This design comes from an exercise in tuning for small area and a short achievable clock period on the open sky130 flow, not from production work. RTL that was checked went through simulation tests only; none was proved equivalent to the original. Power and IR drop assume default switching activity.

build 22:
==> flow/design.v (excerpt) <==
module vector_sequencer (
  input  logic                                   clk_i,
  input  logic                                   rst_ni,
  input  seq_pkg::seq_req_t                      seq_req_i,
  input  logic                                   seq_req_valid_i,
  output logic                                   seq_req_ready_o,
  output seq_pkg::seq_resp_t                     seq_resp_o,
  output logic                                   seq_resp_valid_o,
  output seq_pkg::pe_req_t                       pe_req_o,
  output logic                                   pe_req_valid_o,
  input  logic                                   pe_req_ready_i,
  input  logic [seq_pkg::NrUnits-1:0][seq_pkg::NrVInsn-1:0] pe_done_i,
  input  logic                                   addrgen_ack_i,
  input  logic                                   addrgen_error_i,
  input  logic [15:0]                            addrgen_error_vl_i,
  input  logic [31:0]                            scalar_resp_i,
  input  logic                                   scalar_resp_valid_i,
  output logic                                   scalar_resp_ready_o,
  output logic                                   seq_idle_o,
  output seq_pkg::vmask_t                        running_o,
  output logic [seq_pkg::NrVInsn-1:0][seq_pkg::NrVInsn-1:0] global_hazard_table_o
);
For scale: roughly 1500 cells after synthesis, roughly 300 flip-flops, about 330 I/O pins, about 17000 um^2 of cells after synthesis.
clock: 9.0 ns
lec_check: 0
cap_margin: 20
core_margin: 2
core_utilization: 60
cts_buf_list: sky130_fd_sc_hd__clkbuf_8
cts_cluster_diameter: 50
cts_cluster_size: 20
place_density: 0.7
setup_slack_margin: 3.6
slew_margin: 20
standard.sh (not shown) runs the stock make flow with config.mk's settings and CLKGATE_MAP_FILE= SYNTH_SCRIPT=/design/flow/synth_recipe.tcl, a recipe that flattens the netlist after the stock synthesis.
==> flow/flow/run.sh <==
#!/bin/bash
# Standard ORFS layout, with plain buffers on the ports instead of the
# delay buffers buffer_ports picks by default.
set -euo pipefail
export BUFFER_PORTS_ARGS="-buffer_cell sky130_fd_sc_hd__buf_1"

bash standard.sh finish > flow_standard.log 2>&1
Both conditions hold for build 22: the flow ran to the end and the final layout passed the timing, DRC and antenna checks.
Input-level comparison between build 97 and build 22:
- a deleted PLACE_DENSITY that had been 0.7
- a change of CORE_UTILIZATION from 60 to 40
--- a/flow/flow/run.sh
+++ b/flow/flow/run.sh
@@ -4,4 +4,3 @@
 set -euo pipefail
 export BUFFER_PORTS_ARGS="-buffer_cell sky130_fd_sc_hd__buf_1"
-
 bash standard.sh finish > flow_standard.log 2>&1
[summary]
Diff build 22 -> build 97 | global-route usage | decrease of 9.7 points. Lower signed area change from the synthesized netlist to the final layout among build 97 and build 22: build 22. Compared with build 22, build 97 shows detailed-routing wirelength on met1 higher by about 11%. Comparing build 97 and build 22, the higher total of cells resized after clock tree synthesis was measured on build 97. Delta (build 97 minus build 22): minimum setup slack in the final design moved up, non-filler instance count after layout now larger.
Modified inputs, build 69 compared to build 97
- CTS_BUF_LIST no longer set, was sky130_fd_sc_hd__clkbuf_8
- CORE_UTILIZATION now 60, was 40
- CTS_CLUSTER_SIZE no longer set, was 20
- CTS_CLUSTER_DIAMETER no longer set, was 50
- PLACE_DENSITY now 0.7, previously not set
--- a/flow/flow/run.sh
+++ b/flow/flow/run.sh
@@ -4,3 +4,4 @@
 set -euo pipefail
 export BUFFER_PORTS_ARGS="-buffer_cell sky130_fd_sc_hd__buf_1"
+export CTS_ARGS="-sink_clustering_enable -repair_clock_nets -dont_use_dummy_load -buf_list sky130_fd_sc_hd__clkbuf_8 -sink_clustering_size 20 -sink_clustering_max_diameter 50"
 bash standard.sh finish > flow_standard.log 2>&1
Findings:
For clock transition at the register clock pins on the worst setup and hold paths after CTS, build 69 and build 97 come out practically identical.
Net switching power (build 69 / build 97): 0.864
Max placer's final routability congestion estimate across build 69 and build 97: build 69
Build 69 finished all stages; the layout is clean.
For number of hold violations in the final report, build 97 and build 69 come out practically identical.
Comparing build 69 and build 97, the lower detailed placer's ending HPWL is on build 69.
Peak clock frequency supported by timing: build 69 vs build 97 down 0.57%
Build 69 ended up with a lower clock power share than build 97 did.
Comparing build 69 and build 97, the lower first-pass GRT wire length is on build 69.
Taking build 69 as 1.0, build 97 lands at 1.09 on overall power after layout.
Between build 69 and build 97, it is build 69 whose met3 wirelength from detailed routing is higher, by 11%.
Wire length: build 69 better than build 97
Here is what was changed in the inputs of build 49 compared with build 69.
- a deleted PLACE_DENSITY that had been 0.7
- an added CTS_BUF_LIST of sky130_fd_sc_hd__clkbuf_16
- a change of CORE_UTILIZATION from 60 to 40
- an added CTS_CLUSTER_DIAMETER of 60
- an added CTS_CLUSTER_SIZE of 30
==> flow/flow/run.sh <==
#!/bin/bash
# Standard ORFS layout, with plain buffers on the ports instead of the
# delay buffers buffer_ports picks by default.
set -euo pipefail
export BUFFER_PORTS_ARGS="-buffer_cell sky130_fd_sc_hd__buf_1"
bash standard.sh finish > flow_standard.log 2>&1
### Flow results
Effective utilization at floorplan ends up higher on build 69.
The setup slack of the critical path after layout in build 49 sits 0.021 ns above the value recorded for build 69.
Of the two candidates, build 69 has the worse register-to-register slack and build 49 the better one.
Final wirelength, build 49 and build 69: smaller value in build 69
Delta (build 49 minus build 69): clock-buffer cell count went down 2; period utilization lower; delay of the slowest critical-path stage decreased by 0.21 ns relative to the old numbers.
Build 49 gives less logic gate share of total power than build 69 did.
In build 49, relative contribution of sequential cells to total power is lower than in build 69.
Delta (build 49 minus build 69): number of buffers created by CTS fell 8.8%; number of cells on the critical path rose 1.
No run of this note included a check of the RTL's function; only the layout flow was run.

========
## wip/onyx
Another version of the RTL of vector_sequencer (not shown whole).
Size in the first run: roughly 1,500 cells after synthesis, ~300 flip-flops, roughly 330 I/O pins, roughly 0.017 sq mm of cells after synthesis.
Settings: LEC_CHECK=0, CAP_MARGIN=20, CORE_MARGIN=2, CORE_UTILIZATION=60, PLACE_DENSITY=0.7, SETUP_SLACK_MARGIN=4.5, SLEW_MARGIN=20, SYNTH_HIERARCHICAL=1; clock period 9.0 ns.
==> flow/flow/run.sh <==
#!/bin/bash
# Standard ORFS layout, with plain buffers on the ports instead of the
# delay buffers buffer_ports picks by default, and a clock tree without
# dummy loads.
set -euo pipefail
export BUFFER_PORTS_ARGS="-buffer_cell sky130_fd_sc_hd__buf_1"
export CTS_ARGS="-sink_clustering_enable -repair_clock_nets -dont_use_dummy_load -buf_list sky130_fd_sc_hd__clkbuf_8 -sink_clustering_size 20 -sink_clustering_max_diameter 50"
export SETUP_MOVE_SEQUENCE="unbuffer,sizeup,swap,clone,split"
bash standard.sh finish > flow_standard.log 2>&1
Setup changes, wip/onyx to wip/sierra
- SETUP_SLACK_MARGIN now 4.3, was 4.5
### Flow results
- Final cycle utilization of the critical path in wip/sierra is 0.18 points higher than in wip/onyx
- Against wip/onyx, hold slack in wip/sierra came out worse.
- Comparing wip/onyx with wip/sierra, the part of the total power dissipated in combinational logic came out essentially unchanged.
- Changes observed in wip/sierra relative to wip/onyx: worst setup slack went down 16 ps; power held.
Edits applied to the flow inputs when going from wip/sierra to wip/quartz:
- a change of SETUP_SLACK_MARGIN from 4.3 to 4.5
- a change of PLACE_DENSITY from 0.7 to 0.8
- a change of CORE_UTILIZATION from 60 to 70
## What came out
Of the two values seen for critical path's slowest cell, nand4_1 was produced by wip/quartz and nor3_2 by wip/sierra. Total power: wip/quartz below wip/sierra. Re part of the power in the clock network: wip/quartz and wip/sierra aren't equal, and the lower value belongs to wip/quartz. In the tables for wip/quartz and wip/sierra, final-layout worst hold slack reads lower with wip/sierra.
#### Input delta (wip/harbor over wip/quartz)
- SETUP_SLACK_MARGIN: 4.5 -> 4.2
- CORE_UTILIZATION: 70 -> 60
- PLACE_DENSITY: 0.8 -> 0.7
==> flow/flow/run.sh <==
#!/bin/bash
# Standard ORFS layout, with plain buffers on the ports instead of the
# delay buffers buffer_ports picks by default, and a clock tree without
# dummy loads.
set -euo pipefail
export BUFFER_PORTS_ARGS="-buffer_cell sky130_fd_sc_hd__buf_1"
export CTS_ARGS="-sink_clustering_enable -repair_clock_nets -dont_use_dummy_load -buf_list sky130_fd_sc_hd__clkbuf_8 -sink_clustering_size 20 -sink_clustering_max_diameter 50"

bash standard.sh finish > flow_standard.log 2>&1
[summary]
Going from wip/quartz to wip/harbor, utilization -7.5 points; top fanout value on the critical path -4.
Measured against each other, wip/harbor and wip/quartz differ in post-cts gate resize count, the lower figure coming from wip/quartz.
Compared with wip/quartz, wip/harbor shows a combinational cell fraction of total power that is 0.5 points lower.
Diff wip/quartz -> wip/harbor: placeable core region +18%; number of H-tree levels +1; non-clock buffer total of the final layout +104; post-placement worst setup slack -220 ps.
Setup changes, wip/harbor to wip/raven
- SETUP_SLACK_MARGIN changed from 4.2 to 4.0
==> flow/flow/run.sh <==
#!/bin/bash
# Standard ORFS layout, with plain buffers on the ports instead of the
# delay buffers buffer_ports picks by default, and a clock tree without
# dummy loads.
set -euo pipefail
export BUFFER_PORTS_ARGS="-buffer_cell sky130_fd_sc_hd__buf_1"
export CTS_ARGS="-sink_clustering_enable -repair_clock_nets -dont_use_dummy_load -buf_list sky130_fd_sc_hd__clkbuf_8 -sink_clustering_size 20 -sink_clustering_max_diameter 50"
export SETUP_MOVE_SEQUENCE="unbuffer,sizeup,swap,clone,split"
bash standard.sh finish > flow_standard.log 2>&1
--- outcome ---
- Summary: with wip/harbor as the reference, leakage power in wip/raven moved down by a few percent.
- Compared with wip/harbor, wip/raven shows a stage delay of the slowest cell on the critical path that is 30 ps lower.
- Cmp wip/harbor and wip/raven / slack of the critical path / higher: wip/raven
- wip/raven gives less share of the cycle needed by the critical path after routing than wip/harbor did.
- wip/harbor vs wip/raven, critical path startpoint: seq_req_i[29] vs seq_req_i[30]
- Diff wip/harbor -> wip/raven: via count shows a reduction of 6.1%, clock skew after layout shows an increase of 6.1 ps, global-route wire length before repair shows a reduction of 6.2%, maximum clock frequency shows an increase of 0.56%, sum of routed wire segments on met1 shows a reduction of 3.8%.
- wip/raven: post-route minimum period 28 ps below wip/harbor

========
the baseline:
vector_sequencer, a different RTL version from the one above (not shown whole).
Size: roughly 1500 cells after synthesis, ~300 flip-flops, about 330 I/O pins, ~17000 um2 of cells after synthesis.
## vector_sequencer
module vector_sequencer (
  input  logic                                   clk_i,
  input  logic                                   rst_ni,
  input  seq_pkg::seq_req_t                      seq_req_i,
  input  logic                                   seq_req_valid_i,
  output logic                                   seq_req_ready_o,
  output seq_pkg::seq_resp_t                     seq_resp_o,
  output logic                                   seq_resp_valid_o,
  output seq_pkg::pe_req_t                       pe_req_o,
  output logic                                   pe_req_valid_o,
  input  logic                                   pe_req_ready_i,
  input  logic [seq_pkg::NrUnits-1:0][seq_pkg::NrVInsn-1:0] pe_done_i,
  input  logic                                   addrgen_ack_i,
  input  logic                                   addrgen_error_i,
  input  logic [15:0]                            addrgen_error_vl_i,
  input  logic [31:0]                            scalar_resp_i,
  input  logic                                   scalar_resp_valid_i,
  ...
Settings: LEC_CHECK=0, CAP_MARGIN=20, CORE_MARGIN=2, CORE_UTILIZATION=40, CTS_BUF_LIST=sky130_fd_sc_hd__clkbuf_16, CTS_CLUSTER_DIAMETER=60, CTS_CLUSTER_SIZE=30, SETUP_SLACK_MARGIN=4.2, SLEW_MARGIN=20, SYNTH_HIERARCHICAL=1; clock period 9.0 ns.
==> flow/flow/run.sh <==
#!/bin/bash
# Standard ORFS layout, with plain buffers on the ports instead of the
# delay buffers buffer_ports picks by default.
set -euo pipefail
export BUFFER_PORTS_ARGS="-buffer_cell sky130_fd_sc_hd__buf_1"
bash standard.sh finish > flow_standard.log 2>&1
The baseline: all stages complete, timing, DRC and antenna checks passed
The following lists how the candidate was set up differently from the baseline:
# the baseline
export LEC_CHECK = 0
export CAP_MARGIN = 20
export CORE_MARGIN = 2
export CORE_UTILIZATION = 40
export CTS_BUF_LIST = sky130_fd_sc_hd__clkbuf_16
export CTS_CLUSTER_DIAMETER = 60
export CTS_CLUSTER_SIZE = 30
export SETUP_SLACK_MARGIN = 4.2
export SLEW_MARGIN = 20
export SYNTH_HIERARCHICAL = 1
create_clock -name core_clock -period 9.0 [get_ports {clk_i}]
# the candidate
export LEC_CHECK = 0
export CAP_MARGIN = 20
export CORE_MARGIN = 2
export CORE_UTILIZATION = 40
export CTS_BUF_LIST = sky130_fd_sc_hd__clkbuf_4
export SETUP_SLACK_MARGIN = 4.2
export SLEW_MARGIN = 20
export SYNTH_HIERARCHICAL = 1
create_clock -name core_clock -period 9.0 [get_ports {clk_i}]
Notes after the runs:
Wire length per cell, the candidate and the baseline: smaller value in the candidate
Diff the baseline -> the candidate | final hold slack | decrease of 0.0049 ns
Summary of the candidate over the baseline: flip-flop and latch share of the layout cell area closely matched the old numbers, net switching power of the design decreased by 0.000032 W relative to the old numbers, layout cell share with drive strength beyond 1 went up.
No run of this note included a check of the RTL's function; only the layout flow was run.

========
Another version of the RTL of vector_sequencer (not shown whole).
For scale: roughly 1500 cells after synthesis, about 310 flip-flops, roughly 17000 sq um of cells after synthesis.
Design vector_sequencer, start of the top module:
module vector_sequencer (
  input  logic                                   clk_i,
  input  logic                                   rst_ni,
  input  seq_pkg::seq_req_t                      seq_req_i,
  input  logic                                   seq_req_valid_i,
  output logic                                   seq_req_ready_o,
  output seq_pkg::seq_resp_t                     seq_resp_o,
  output logic                                   seq_resp_valid_o,
  output seq_pkg::pe_req_t                       pe_req_o,
  output logic                                   pe_req_valid_o,
  input  logic                                   pe_req_ready_i,
  input  logic [seq_pkg::NrUnits-1:0][seq_pkg::NrVInsn-1:0] pe_done_i,
  input  logic                                   addrgen_ack_i,
  input  logic                                   addrgen_error_i,
  input  logic [15:0]                            addrgen_error_vl_i,
  input  logic [31:0]                            scalar_resp_i,
  input  logic                                   scalar_resp_valid_i,
  output logic                                   scalar_resp_ready_o,
  output logic                                   seq_idle_o,
  output seq_pkg::vmask_t                        running_o,
  output logic [seq_pkg::NrVInsn-1:0][seq_pkg::NrVInsn-1:0] global_hazard_table_o
);
  logic [3:0] op;
  logic [4:0] vd, vs2, vs1;
  logic       use_vd, rd1, rd2, rdm;
  assign op     = seq_req_i[34:31];
  assign vd     = seq_req_i[30:26];
  assign use_vd = seq_req_i[25];
  assign vs2    = seq_req_i[24:20];
  assign rd2    = seq_req_i[19];
  assign vs1    = seq_req_i[7:3];
  assign rd1    = seq_req_i[2] & ~seq_req_i[1];
  assign rdm    = ~seq_req_i[0];
  logic [2:0] unit, unit_q;
  logic [3:0] op_q;
  always_comb begin
    case (op)
      4'd3, 4'd4:       unit = 3'd1;
      4'd5:             unit = 3'd2;
      4'd6:             unit = 3'd3;
      4'd7, 4'd8, 4'd9: unit = 3'd4;
      default:          unit = 3'd0;
    endcase
    case (op_q)
      4'd3, 4'd4:       unit_q = 3'd1;
      4'd5:             unit_q = 3'd2;
      4'd6:             unit_q = 3'd3;
      4'd7, 4'd8, 4'd9: unit_q = 3'd4;
  ...
==> flow/config.mk <==
export PLATFORM = sky130hd
export DESIGN_NAME = vector_sequencer
export DESIGN_NICKNAME = vector_sequencer
export VERILOG_FILES = /design/flow/design.v
export SDC_FILE = /design/flow/constraint.sdc
export NUM_CORES = 4
export LEC_CHECK = 0
export CAP_MARGIN = 20
export CORE_MARGIN = 2
export CORE_UTILIZATION = 40
export SETUP_SLACK_MARGIN = 3.6
export SLEW_MARGIN = 20
==> flow/constraint.sdc <==
create_clock -name core_clock -period 9.0 [get_ports {clk_i}]
set_input_delay 1.8000 -clock core_clock [delete_from_list [all_inputs] [get_ports {clk_i}]]
set_output_delay 1.8000 -clock core_clock [all_outputs]
set_load 0.01 [all_outputs]
==> flow/flow/run.sh <==
#!/bin/bash
# Standard ORFS layout, with plain buffers on the ports instead of the
# delay buffers buffer_ports picks by default.
set -euo pipefail
export BUFFER_PORTS_ARGS="-buffer_cell sky130_fd_sc_hd__buf_2"
bash standard.sh finish > flow_standard.log 2>&1
Edit:
==> flow/run.sh (new file) <==
#!/bin/bash
# synth_recipe.tcl (not shown) runs the flow's synth.tcl, then flattens the netlist and writes it again
# the make line also repeats each setting of config.mk as NAME=value (left out here)
make -C /OpenROAD-flow-scripts/flow DESIGN_CONFIG=/design/flow/config.mk WORK_HOME=/design/flow/orfs CLKGATE_MAP_FILE= SYNTH_SCRIPT=/design/flow/synth_recipe.tcl finish
- SETUP_SLACK_MARGIN: 3.6 -> unset
removed: flow/flow/run.sh
removed: flow/standard.sh
Outcome: Maximum frequency is lower by 25%; total power decreases by about 1.4%; core utilization increases by 2.0 points; hold slack is about the same; setup slack gets worse by 1900 ps; clock-buffer cell count shrinks by 8; wire length climbs by 0.75%; non-clock buffer count shrinks by 16; final area rose by about 4%.
Edit:
==> flow/flow/run.sh (new file) <==
#!/bin/bash
# Standard ORFS layout, with plain buffers on the ports instead of the
# delay buffers buffer_ports picks by default.
set -euo pipefail
export BUFFER_PORTS_ARGS="-buffer_cell sky130_fd_sc_hd__buf_2"
bash standard.sh finish > flow_standard.log 2>&1
==> flow/standard.sh (new file) <==
#!/bin/bash
# synth_recipe.tcl (not shown) runs the flow's synth.tcl, then flattens the netlist and writes it again
# the make line also repeats each setting of config.mk as NAME=value (left out here)
make -C /OpenROAD-flow-scripts/flow DESIGN_CONFIG=/design/flow/config.mk WORK_HOME=/design/flow/orfs CLKGATE_MAP_FILE= SYNTH_SCRIPT=/design/flow/synth_recipe.tcl "${@:-finish}"
- SETUP_SLACK_MARGIN: unset -> 3.0
removed: flow/run.sh
Total power rises by 1.1%. Wire length falls by about 0.6%. Combinational power falls by about 10%.
Edit:
- SETUP_SLACK_MARGIN: 3.0 -> 4.2
Effect:
- The new run completed with no timing, DRC or antenna violations
- hold slack stays flat
- via count is about the same
- sequential power stays flat
- utilization rose by 1.1 points
- non-clock buffer count went up by 14
- final area came out higher by 2.3%
Edit:
==> flow/flow/run.sh (replaced) <==
#!/bin/bash
# Standard ORFS layout, with plain buffers on the ports instead of the
# delay buffers buffer_ports picks by default.
set -euo pipefail
export BUFFER_PORTS_ARGS="-buffer_cell sky130_fd_sc_hd__buf_1"
bash standard.sh finish > flow_standard.log 2>&1
- CTS_BUF_LIST: unset -> sky130_fd_sc_hd__clkbuf_4
- SETUP_SLACK_MARGIN: 4.2 -> 3.6
Effect: Total power is lower by about 3%. Core utilization is lower by 1.1 points. Hold slack hardly moves. Register-to-register slack gets better by 180 ps. Global-route usage is higher by 0.45 points.

==> separate check: timing with driven ports <==
In the flow no input, the clock included, has a driving cell. The finished layouts below were timed again as built, in two steps.
Step 1 sets driving cells, clkbuf_16 on the clock port and buf_2 on the other inputs (assumed; they add their load-dependent delay and slew).
Step 2 times the ports against the registers' clock, not the clock port: input delays grow and output delays shrink by t, the midpoint of the rising clock arrivals with the driver on.
Three values: no drivers, after step 1, after step 2; two values: the first two.
run	t, ns	setup slack, ns	worst hold slack (ns)	worst register clock-pin slew, ns	pins driven straight from the clock port
build 22	0.593	3.499 / 3.458 / 3.458	0.482 / 0.482 / 0.482	0.10 / 0.10	1
build 97	0.650	3.521 / 3.474 / 3.474	0.474 / 0.474 / 0.474	0.11 / 0.11	1
build 69	0.569	3.489 / 3.448 / 3.448	0.481 / 0.481 / 0.481	0.10 / 0.10	1
build 49	0.630	3.510 / 3.482 / 3.482	0.471 / 0.471 / 0.471	0.09 / 0.09	1
wip/onyx	0.563	4.013 / 3.957 / 3.637	0.470 / 0.470 / 0.470	0.10 / 0.10	1
wip/sierra	0.563	3.997 / 3.942 / 3.791	0.464 / 0.464 / 0.464	0.10 / 0.10	1
wip/quartz	0.654	3.825 / 3.775 / 3.688	0.485 / 0.485 / 0.485	0.11 / 0.11	1
wip/harbor	0.600	3.921 / 3.879 / 3.531	0.501 / 0.501 / 0.501	0.12 / 0.12	1
wip/raven	0.595	3.949 / 3.904 / 3.649	0.503 / 0.503 / 0.503	0.12 / 0.12	1
the baseline	0.600	3.268 / 3.193 / 2.834	0.507 / 0.507 / 0.507	0.08 / 0.08	1
the candidate	0.806	3.294 / 3.215 / 2.718	0.502 / 0.502 / 0.502	0.08 / 0.08	1
the first run of note 4	0.599	3.518 / 3.395 / 3.395	0.476 / 0.476 / 0.476	0.06 / 0.06	1
the second run of note 4	0.591	1.643 / 1.621 / 1.621	0.476 / 0.476 / 0.476	0.06 / 0.06	1
the third run of note 4	0.597	3.137 / 3.083 / 3.083	0.477 / 0.477 / 0.477	0.07 / 0.07	1
the fourth run of note 4	0.599	3.518 / 3.395 / 3.395	0.476 / 0.476 / 0.476	0.06 / 0.06	1
the fifth run of note 4	0.810	3.431 / 3.287 / 3.287	0.477 / 0.477 / 0.477	0.08 / 0.08	1
After both steps every run listed still meets setup and hold. For the candidate, which loses most, drivers alone change the setup slack by -0.079 ns; drivers and shift together by -0.576 ns.
